This design comes from an exercise in tuning for small area on the open sky130 flow, not from production work. In this exercise RTL edits were held to simulation tests only and were not proved equivalent to the original. Power figures rest on the tool's default switching activity, not on a simulated workload.

==> design.v <==
package dsi_pkg;
	typedef struct packed {
		logic [7:0] b;
		logic [7:0] g;
		logic [7:0] r;
	} rgb_t;
	typedef logic [95:0] pixel_quad_t;
	typedef logic [7:0][7:0] dsi_word_t;
endpackage
`timescale 1ns/1ps
module dsi_pattern_top (
	input  logic               clk,
	input  logic               i_rst_n,
	output logic               o_lcd_en_vcc,
	output logic               o_lcd_en_vsp,
	output logic               o_lcd_en_vsn,
	output logic               o_lcd_reset,
	output logic               o_lp_en,
	output logic               o_hs_en,
	output dsi_pkg::dsi_word_t o_link_a,
	output dsi_pkg::dsi_word_t o_link_b
);
	localparam logic [63:0] PKT_BLANK = 64'hf0b8000006000219;
	localparam logic [63:0] PKT_VSS = 64'h2500061907000001;
	localparam logic [63:0] PKT_HSS = 64'h2500061912000021;
	localparam logic [63:0] PKT_POST_SHORT = 64'h0870000000000000;
	localparam logic [63:0] PKT_DISP_ON = 64'h360011051c002905;
	localparam logic [63:0] PKT_PRE_RGB0 = 64'h0000000025000619;
	localparam logic [63:0] PKT_PRE_RGB1 = 64'h0409603e08700000;
	localparam logic [63:0] PKT_POST_RGB = 64'hffff1a0000190000;
	logic [7:0] g;
	logic [1:0] p;
	logic [9:0] c;
	logic       act;
	logic       dn;
	logic       x_frame;
	logic       video;
	logic       nff;
	logic line_end;
	logic frame_end;
	logic line0;
	assign line_end = (g == 8'd114) && (p == 2'd2);
	assign frame_end = line_end && !act && (c == 10'd28);
	assign line0 = !act && (c == 10'd29);
	always_ff @(posedge clk or negedge i_rst_n) begin
		if (!i_rst_n) begin
			g <= 8'd27;
			p <= 2'd2;
			c <= 10'd579;
			act <= 1'b1;
			dn <= 1'b1;
		end else begin
			if (line_end) begin
				g <= 8'd241;
				p <= 2'd0;
				if (!act) begin
					if (c == 10'd178) begin
						act <= 1'b1;
						dn <= 1'b0;
						c <= '0;
					end else begin
						c <= c + 10'd1;
					end
				end else if (!dn) begin
					if (c == 10'd799)
						dn <= 1'b1;
					else
						c <= c + 10'd1;
				end else begin
					if (c == '0)
						act <= 1'b0;
					else
						c <= c - 10'd1;
				end
			end else if (p == 2'd2) begin
				g <= g + 8'd1;
				p <= 2'd0;
			end else begin
				p <= p + 2'd1;
			end
		end
	end
	logic [21:0] st;
	assign st = {g, p, c, act, dn};
	always_ff @(posedge clk or negedge i_rst_n) begin
		if (!i_rst_n) begin
			o_lcd_en_vcc <= 1'b0;
			o_lcd_en_vsp <= 1'b0;
			o_lcd_en_vsn <= 1'b0;
			o_lcd_reset <= 1'b0;
			x_frame <= 1'b0;
			video <= 1'b0;
			nff <= 1'b0;
		end else begin
			if (st == {8'd61, 2'd1, 10'd419, 1'b1, 1'b1})
				o_lcd_en_vcc <= 1'b1;
			if (st == {8'd94, 2'd2, 10'd259, 1'b1, 1'b1})
				o_lcd_en_vsp <= 1'b1;
			if (st == {8'd254, 2'd0, 10'd98, 1'b1, 1'b1})
				o_lcd_en_vsn <= 1'b1;
			if (st == {8'd98, 2'd0, 10'd202, 1'b1, 1'b0})
				o_lcd_reset <= 1'b1;
			if (frame_end && o_lcd_reset)
				x_frame <= 1'b1;
			if (frame_end && x_frame)
				video <= 1'b1;
			if (frame_end && video)
				nff <= 1'b1;
		end
	end
	assign o_hs_en = video || (x_frame && frame_end);
	assign o_lp_en = o_lcd_en_vsn && !o_hs_en;
	logic       yw;
	logic       upper;
	logic       dmatch_l;
	logic       dmatch_r;
	logic [6:0] gx;
	assign gx = g[6:0];
	assign yw = (c == '0);
	assign upper = !dn || (c >= 10'd399);
	assign dmatch_l = (gx == c[9:3]);
	assign dmatch_r = ((gx + c[9:3]) == 7'd99);
	logic [191:0] lpix;
	logic [191:0] rpix;
	for (genvar j = 0; j < 8; j++) begin : g_pix
		logic [9:0] x;
		logic wl;
		logic wr;
		assign x = {gx, 3'(j)};
		assign wl = yw || (gx == 7'd0 && j == 0) || (dmatch_l && c[2:0] == 3'(j));
		assign wr = yw || (gx == 7'd99 && j == 7) || (dmatch_r && c[2:0] == 3'(7 - j));
		always_comb begin
			if (wl)
				lpix[24*j +: 24] = 24'hffffff;
			else if (upper)
				lpix[24*j +: 24] = {(x < 10'd228 || (x >= 10'd457 && x < 10'd685)) ? 8'hc0 : 8'h00,
					8'hc0, (x < 10'd457) ? 8'hc0 : 8'h00};
			else if (x < 10'd266)
				lpix[24*j +: 24] = 24'h4c2100;
			else if (x < 10'd533)
				lpix[24*j +: 24] = 24'hffffff;
			else
				lpix[24*j +: 24] = 24'h6a0032;
			if (wr)
				rpix[24*j +: 24] = 24'hffffff;
			else if (upper) begin
				if (x < 10'd114)
					rpix[24*j +: 24] = 24'h00c000;
				else if (x < 10'd342)
					rpix[24*j +: 24] = 24'hc000c0;
				else if (x < 10'd571)
					rpix[24*j +: 24] = 24'h0000c0;
				else
					rpix[24*j +: 24] = 24'hc00000;
			end else if (x < 10'd266)
				rpix[24*j +: 24] = 24'h1d1d1d;
			else if (x < 10'd533)
				rpix[24*j +: 24] = 24'h131313;
			else
				rpix[24*j +: 24] = 24'h090909;
		end
	end
	logic [63:0] pay_a;
	logic [63:0] pay_b;
	for (genvar i = 0; i < 8; i++) begin : g_lane
		localparam int B0 = i;
		localparam int B1 = 8 + i;
		localparam int B2 = 16 + i;
		always_comb begin
			case (p)
				2'd0: begin
					pay_a[8*i +: 8] = lpix[8*B0 +: 8];
					pay_b[8*i +: 8] = rpix[8*B0 +: 8];
				end
				2'd1: begin
					pay_a[8*i +: 8] = lpix[8*B1 +: 8];
					pay_b[8*i +: 8] = rpix[8*B1 +: 8];
				end
				default: begin
					pay_a[8*i +: 8] = lpix[8*B2 +: 8];
					pay_b[8*i +: 8] = rpix[8*B2 +: 8];
				end
			endcase
		end
	end
	logic [63:0] ctl;
	logic        pay;
	always_comb begin
		pay = 1'b0;
		ctl = PKT_BLANK;
		if (g == 8'd241 && p == 2'd0)
			ctl = line0 ? PKT_VSS : PKT_HSS;
		else if (g == 8'd241 && p == 2'd1)
			ctl = PKT_POST_SHORT;
		else if (line0 && !nff && g == 8'd243 && p == 2'd2)
			ctl = PKT_DISP_ON;
		else if (act && g == 8'd255 && p == 2'd1)
			ctl = PKT_PRE_RGB0;
		else if (act && g == 8'd255 && p == 2'd2)
			ctl = PKT_PRE_RGB1;
		else if (act && !g[7] && gx < 7'd100)
			pay = 1'b1;
		else if (act && g == 8'd100 && p == 2'd0)
			ctl = PKT_POST_RGB;
	end
	assign o_link_a = !video ? '0 : pay ? pay_a : ctl;
	assign o_link_b = !video ? '0 : pay ? pay_b : ctl;
endmodule
==> run.sh <==
#!/bin/bash
# synth_recipe.tcl (not shown) runs the flow's synth.tcl, then flattens the netlist and writes it again
# the make line also repeats each setting of config.mk as NAME=value (left out here)
make -C /OpenROAD-flow-scripts/flow DESIGN_CONFIG=/design/flow/config.mk WORK_HOME=/design/flow/orfs CLKGATE_MAP_FILE= SYNTH_SCRIPT=/design/flow/synth_recipe.tcl finish
==> config.mk <==
export PLATFORM = sky130hd
export DESIGN_NAME = dsi_pattern_top
export DESIGN_NICKNAME = dsi_pattern_top
export VERILOG_FILES = /design/flow/design.v
export SDC_FILE = /design/flow/constraint.sdc
export NUM_CORES = 4
export LEC_CHECK = 0
export ABC_AREA = 1
export CAP_MARGIN = 20
export CORE_MARGIN = 2
export CORE_UTILIZATION = 60
export SLEW_MARGIN = 20
==> constraint.sdc <==
create_clock -name core_clock -period 16.0 [get_ports {clk}]
set_input_delay 3.2000 -clock core_clock [delete_from_list [all_inputs] [get_ports {clk}]]
set_output_delay 3.2000 -clock core_clock [all_outputs]
set_load 0.01 [all_outputs]
==> results.txt <==
-- where the power goes --
part / internal (mW) / leakage, nW / switching [mW] / total [mW]
logic: 0.000372 / 3.36 / 0.00149 / 0.00187
clock network: 0.0506 / 0.0574 / 0.0334 / 0.0841
registers: 0.0734 / 0.361 / 0 / 0.0734
-- routing by layer --
| layer | vias to the layer above | track usage [%] |
|---|---|---|
| met2 | 876 | 70.18 |
| li1 | 3886 | - |
| met5 | - | 0 |
| met1 | 3864 | 63.67 |
| met4 | 0 | 24.70 |
| met3 | 163 | 16.13 |
-- cells in the final DEF (no fill, tap or decap), drive strengths merged, types with 2 or more instances in the layout --
cell type	count
ha	17
a211oi	3
nand4	18
a21oi	134
o41ai	2
a22oi	2
or2	4
clkdlybuf4s50	135
xor2	7
o21a	2
clkbuf	6
nor4	2
nand3	137
dfrtp	18
o21ai	86
and3	3
nor3b	3
nand2	316
dfstp	11
a31oi	4
nor2	111
buf	3
o31ai	2
inv	140
o22ai	3
nor3	28
o21bai	2
-- cell families (layout without fill, tap and decap cells) --
| logic type | Yosys count | count (layout) | synth area share, % |
|---|---|---|---|
| xor+xnor | 8 | 8 | 1.184 |
| flops | 29 | 29 | 12.50 |
| simple gates | 623 | 623 | 46.87 |
| compound gates | 248 | 248 | 22.74 |
| buf+inv | 189 | 287 | 12.77 |
| fa+ha+maj | 18 | 18 | 3.934 |
-- worst max-delay path by stage --
stage	end	slack, ns
after floorplan	o_link_b[15]	9.95
final	o_link_a[24]	8.48
after CTS	o_link_b[6]	8.73
after global placement	o_link_b[6]	9.18
after global routing	o_link_b[15]	8.39
after detailed placement	o_link_b[6]	9.05
-- critical path, stage by stage, from the launching register on --
cell	delay, ns
dfrtp_1	0.66
inv_2	0.19
nor2_4	0.70
inv_1	0.51
nor4_1	0.54
o21ai_0	0.40
o31a_1	0.30
a21oi_1	0.15
clkdlybuf4s50_1	0.56
-- final cells by class --
type                       count  share of cell area [%]
sequential                    29                   10.05
inverter                     141                   7.196
tap                          133                   2.263
timing repair buffer         138                   18.68
clock buffer                   6                   1.123
clock inverter                 2                  0.5104
multi-input combinational    897                   60.17
-- per-stage QoR --
step                      std cells  cell area [sq um]  setup WS, ns  power [mW]  utilization, %
after global routing           1346               7355         8.387      0.1621           75.94
after floorplan                1115               5916         9.954     0.07473               -
after global placement         1338               7234         9.178     0.07667           74.70
after detailed placement       1338               7234         9.052     0.07665           74.70
final                          1346               7355         8.479      0.1594           75.94
after CTS                      1346               7355         8.726      0.1590           75.94
-- flip-flops by register name, summed over array words and instances, names as in the netlist --
register,cells
o_lcd_en_vsp,1
o_lcd_reset,1
o_lcd_en_vcc,1
g,8
dn,1
c,10
video,1
p,2
act,1
x_frame,1
o_lcd_en_vsn,1
nff,1
==> impl_metrics.tcl <==
set metrics [dict create \
    synth_edf_count 0 \
    ys_ff_latch 29 \
    postCtsResizedCells 0 \
    netlist.area_leader.share_pct 19.92 \
    nets 1232 \
    tritoncts.num_buffers 5 \
    yosysWarnings 1 \
    cts_hold_buf 0 \
    port_buffers 135 \
    drcViolationCount 0 \
    wl_met1_mm 9.461 \
    synth_common_cells "nand2_1, a21oi_1, nand3_1" \
    hp-class "register to register" \
    fmax_mhz 133.0 \
    antenna_cells 0 \
    synth_flop_cell "dfrtp_1" \
    post_drt_wl_per_cell_um 19.25 \
    r2r_start "p[1]$_DFF_PN1_" \
    period_needed_ns 7.521 \
    io_pins 136 \
    critical_path_class "register to primary output" \
    reg2reg_to "c[8]$_DFFE_PN0P_" \
    cts_max_level 2 \
    end_kind "primary output" \
    slew_headroom_pct 36.10 \
    antenna_found_initial 0 \
    cts_tree "yes" \
    synthTopCellsByArea "nand2_1, a21oi_1, nand3_1" \
    dieArea_sq_um 10670 \
    r2r_slack_ns 13.09 \
    cts.sinks 29 \
    grt_max_degree 102 \
    chipHeight_um 103.3 \
    num_rows 36 \
    setup_tns_ns 0 \
    grt_pass1_vias 7811 \
    finalCritPeriodShare_pct 47.00 \
    regArea_sq_um 739.5 \
    cts_buffer_depth 2 \
    status "no timing/DRC/antenna violations" \
    crit_fanout 37 \
    finalWirelength_mm 25.91 \
    hold_viol_final 0 \
    multi_input_area_sq_um 4425 \
    powerDensity_nw_per_um2 21.67 \
    holdPathEnd "o_lcd_en_vsp$_DFFE_PN0N_" \
    vias 8789 \
    route.top_layer_used "met4" \
    path_clk_slew_ns 0.07 \
    grt_usage_pct 48.28 \
    wl_met2_mm 10.83 \
    rsz0062_at_grt "no" \
    cts_root_buf "clkbuf_8" \
    synth_area_per_cell_sq_um 5.306 \
    worstMarginPinSlew_ns 0.9585 \
    synth_area_sq_um 5916 \
    clock_latency_ns 0.30 \
    drive_above_1_share_pct 6.760 \
    whs_ns 0.4742 \
    synth.most_common_cell "nand2_1" \
    cts_setup_buffers 0 \
    ys_seq_area_share_pct 12.50 \
    startpoint_type "register" \
    dp_hpwl_mm 19.86 \
    finalSetupViolations 0 \
    coreArea_sq_um 9684 \
    maxCapViolations 0 \
    fillers 872 \
    startpoint "p[0]$_DFF_PN0_" \
    peakVddDrop_v 0.00003964 \
    async_reset_ff_share_pct 100.0 \
    globalplace.congestion 1.130 \
    area_growth_pct 24.32 \
    via_per_inst 6.530 \
    finClkSkew_ns 0.007218 \
    worstHoldStart "o_lcd_en_vsp$_DFFE_PN0N_" \
    min_path_cells 1 \
    drtIter0Drc 1261 \
    start_util_pct 61.09 \
    firstDrtPassIters 10 \
    reg2reg_depth 8 \
    grt_pass1_wl_mm 39.76 \
    syn_inst 1115 \
    cp.required_ns 12.80 \
    p_leak_nw 3.782 \
    postRouteAntennaNets 0 \
    synth_cell_types 56 \
    cp_data_arrival_time_ns 4.32 \
    die_w_um 103.3 \
    gr-total-overflow 0 \
    finalMaxSlewViolations 0 \
    syn-num-nets 1135 \
    wl_met3_mm 4.078 \
    synth.largest_area_cell "nand2_1" \
]

-- re-timing with driven ports --
The flow's constraints put no driver on any port. The routed layout listed below was extracted and timed again, unchanged, in two steps. Step 1 assumes that a clkbuf_16 drives the clock port and a buf_2 every other input. Step 2 times the ports against the registers' clock, not the clock port: input delays grow and output delays shrink by t, the midpoint of the rising clock arrivals with the driver on. a / b / c = no drivers / after step 1 / after step 2; a / b = the first two.
t (ns): 0.327
slack for setup (ns): 8.479 / 8.444 / 8.771
worst hold slack (ns): 0.474 / 0.474 / 0.474
clock arrival spread, ns: 0.007 / 0.007
cell pins on the clock port's net: 1
After both steps this run still meets setup and hold. The setup slack of this run moves by -0.035 ns with the drivers and by +0.292 ns with both steps.
